From an optimization exercise on the open Yosys and OpenROAD flow, aimed at small area, a short achievable clock period and few clock cycles per item; shortcuts taken in it are not production practice. In this exercise RTL edits were held to simulation tests only and were not proved equivalent to the original. No activity file was given, so power comes from the tool's default toggle rates.

== 10-16 ==
==> flow/design.v (excerpt) <==
module soc_mem_top (
  input  logic            clk_i,
  input  logic            rst_ni,
  input  logic            awvalid_i,
  output logic            awready_o,
  input  axil_pkg::addr_t awaddr_i,
  input  logic            wvalid_i,
  output logic            wready_o,
  input  axil_pkg::data_t wdata_i,
  input  axil_pkg::strb_t wstrb_i,
  output logic            bvalid_o,
  input  logic            bready_i,
  output axil_pkg::resp_e bresp_o,
  input  logic            arvalid_i,
  output logic            arready_o,
  input  axil_pkg::addr_t araddr_i,
  output logic            rvalid_o,
  input  logic            rready_i,
  output axil_pkg::data_t rdata_o,
  output axil_pkg::resp_e rresp_o,
  input  logic            debug_req_i,
  input  logic            debug_en_i,
  output logic            debug_req_o,
  output axil_pkg::data_t exit_o
);
  axil_slave_fsm i_axil_slave_fsm (
    .clk_i     ( clk_i     ),
    .rst_ni    ( rst_ni    ),
    .awvalid_i ( awvalid_i ),
    .awready_o ( awready_o ),
    .awaddr_i  ( awaddr_i  ),
    .wvalid_i  ( wvalid_i  ),
    .wready_o  ( wready_o  ),
    .wdata_i   ( wdata_i   ),
    .wstrb_i   ( wstrb_i   ),
    .bvalid_o  ( bvalid_o  ),
    .bready_i  ( bready_i  ),
    .bresp_o   ( bresp_o   ),
    .arvalid_i ( arvalid_i ),
    .arready_o ( arready_o ),
    .araddr_i  ( araddr_i  ),
    .rvalid_o  ( rvalid_o  ),
    .rready_i  ( rready_i  ),
    .rdata_o   ( rdata_o   ),
    .rresp_o   ( rresp_o   ),
    .exit_o    ( exit_o    )
  );
  debug_holdoff i_debug_holdoff (
    .clk_i       ( clk_i       ),
    .rst_ni      ( rst_ni      ),
    .debug_req_i ( debug_req_i ),
    .debug_en_i  ( debug_en_i  ),
  ...
For scale: roughly 180 I/O pins.
clock: 6.0 ns
lec_check: 0
cap_margin: 20
core_margin: 2
core_utilization: 45
place_density: 0.6
setup_slack_margin: 3.2
slew_margin: 20
synth_hierarchical: 1
synth_memory_max_bits: 16384
tns_end_percent: 5
standard.sh (not shown) runs the stock make flow with config.mk's settings and CLKGATE_MAP_FILE= SYNTH_SCRIPT=/design/flow/synth_recipe.tcl, a recipe that flattens the netlist after the stock synthesis.
==> flow/flow/run.sh <==
#!/bin/bash
# Layout flow: the standard flow (standard.sh), unchanged synthesis, with
# these changes to the layout steps:
#  - ports are buffered with buf_4 instead of the default delay cell,
#  - after global placement, each output port's buffer and the register (or
#    gate) driving it are moved next to the port (flow/place_ports.tcl);
#    detailed placement then legalizes them,
#  - before the placement repair, the gates that drive the RAM's write
#    enables and read selects get drive strength 2 or 4 (flow/presize.tcl),
#  - timing repair may change a cell's footprint (drive strength family) and
#    does not clone gates,
#  - clock tree sinks are clustered in groups of up to 25 within 60 um, and
#    no dummy loads are added to balance the tree.
# Each step's full output stays in orfs/logs/; make's output is in synth.log
# and layout.log in this folder.
set -euo pipefail
here=$(pwd)
bash standard.sh synth > synth.log 2>&1
bash standard.sh \
  "BUFFER_PORTS_ARGS=-buffer_cell sky130_fd_sc_hd__buf_4" \
  "POST_GLOBAL_PLACE_TCL=$here/flow/place_ports.tcl" \
  "PRE_RESIZE_TCL=$here/flow/presize.tcl" \
  "MATCH_CELL_FOOTPRINT=0" \
  "SKIP_GATE_CLONING=1" \
  "CTS_ARGS=-sink_clustering_enable -repair_clock_nets -sink_clustering_size 25 -sink_clustering_max_diameter 60 -dont_use_dummy_load" \
  finish > layout.log 2>&1
==> flow/flow/presize.tcl <==
# Size up the gates that drive the RAM's write enables and read selects, which
# fan out over long wires: a gate of the RAM array driving eight or more
# flip-flop enable pins, or read-tree pins, is given drive strength 2 or 4.
set block [ord::get_db_block]
set db [ord::get_db]
proc master_of {name} { return [[ord::get_db] findMaster $name] }
set up 0
foreach inst [$block getInsts] {
  set m [$inst getMaster]
  set mn [$m getName]
  if {![regexp {^sky130_fd_sc_hd__(nor2|nand2|nand4|nor3|nand3|nor2b)_1$} $mn -> fam]} { continue }
  set out ""
  foreach it [$inst getITerms] { if {[$it isOutputSignal]} { set out $it } }
  if {$out eq ""} { continue }
  set net [$out getNet]
  if {$net eq "NULL"} { continue }
  set de 0; set sel 0; set n 0
  foreach it [$net getITerms] {
    if {![$it isInputSignal]} { continue }
    incr n
    set lm [[[$it getInst] getMaster] getName]
    set pn [[$it getMTerm] getName]
    if {$pn eq "DE"} { incr de }
    if {[string match "*a222oi*" $lm]} { incr sel }
  }
  set target ""
  if {$de >= 8} { set target "sky130_fd_sc_hd__${fam}_2" }
  if {$sel >= 8} { set target "sky130_fd_sc_hd__${fam}_4" }
  if {$target ne ""} {
    set nm [master_of $target]
    if {$nm ne "NULL"} { $inst swapMaster $nm; incr up }
  }
}
puts "presize: sized up $up gates"
Other scripts of this flow, unchanged in this note and not shown: flow/flow/place_ports.tcl
Per the final summary, 10-16 finished and its layout is clean on timing, DRC and antenna.
Testbench counts of 10-16, summed over its fixed seeds: cycles 24,012, items 24,000.
The following lists how 12-13 was set up differently from 10-16:
diff --git a/flow/flow/run.sh b/flow/flow/run.sh
--- a/flow/flow/run.sh
+++ b/flow/flow/run.sh
@@ -8,4 +8 @@
-#  - before the placement repair, the gates that drive the RAM's write
-#    enables and read selects get drive strength 2 or 4 (flow/presize.tcl),
-#  - timing repair may change a cell's footprint (drive strength family) and
-#    does not clone gates,
+#  - timing repair may change a cell's footprint (drive strength family),
@@ -22 +18,0 @@
-  "PRE_RESIZE_TCL=$here/flow/presize.tcl" \
@@ -24 +19,0 @@
-  "SKIP_GATE_CLONING=1" \
removed: flow/flow/presize.tcl
Notes after the runs:
Of 10-16 and 12-13, just one finished clean: 10-16. 12-13 completed end to end; final checks failed (max-capacitance violations, max-slew violations). Summary of 12-13 over 10-16: power ~0 delta, count of clock-buffer cells in the layout ~0 delta, global-route usage +0.24 points, met1 layer usage reported by global route ~0 delta. Sort 10-16 and 12-13 by worst hold margin asc -> top: 10-16. The area used by sequential logic in the layout on 10-16 is in line with that on 12-13. Non-clock buffer instance count of the final layout sits higher in 12-13 than in 10-16. On average wire per cell in the routed design, the higher figure sits with 12-13, not 10-16. Diff 10-16 -> 12-13: routed wire length now sits higher, wire length on met3 increased by about 1.3% relative to the old numbers, achievable frequency went down by about 0.44%.

separate check: timing with driven ports:
The results above use ideal ports. As a check the final layouts listed here were re-extracted and re-timed, cells and wires unchanged.
Step 1 (the two cells are an assumption about what drives the block):
set clk [get_ports {clk_i}]
set_driving_cell -lib_cell sky130_fd_sc_hd__clkbuf_16 $clk
set_driving_cell -lib_cell sky130_fd_sc_hd__buf_2 [delete_from_list [all_inputs] $clk]
Step 2, shift: input delay + t, output delay - t, t = (earliest + latest rising clock arrival at the registers) / 2. This alone moves slack from input paths to output paths.
Three values: ideal, step 1, step 2; two values: the first two.
run	t (ns)	setup WS [ns]	cell pins on the clock port's net
10-16	1.198	2.761 / 2.819 / 1.621	1
12-13	1.217	2.746 / 2.836 / 1.619	1
The setup slack of 10-16, which loses most, moves by +0.058 ns with the drivers and by -1.140 ns with both steps.
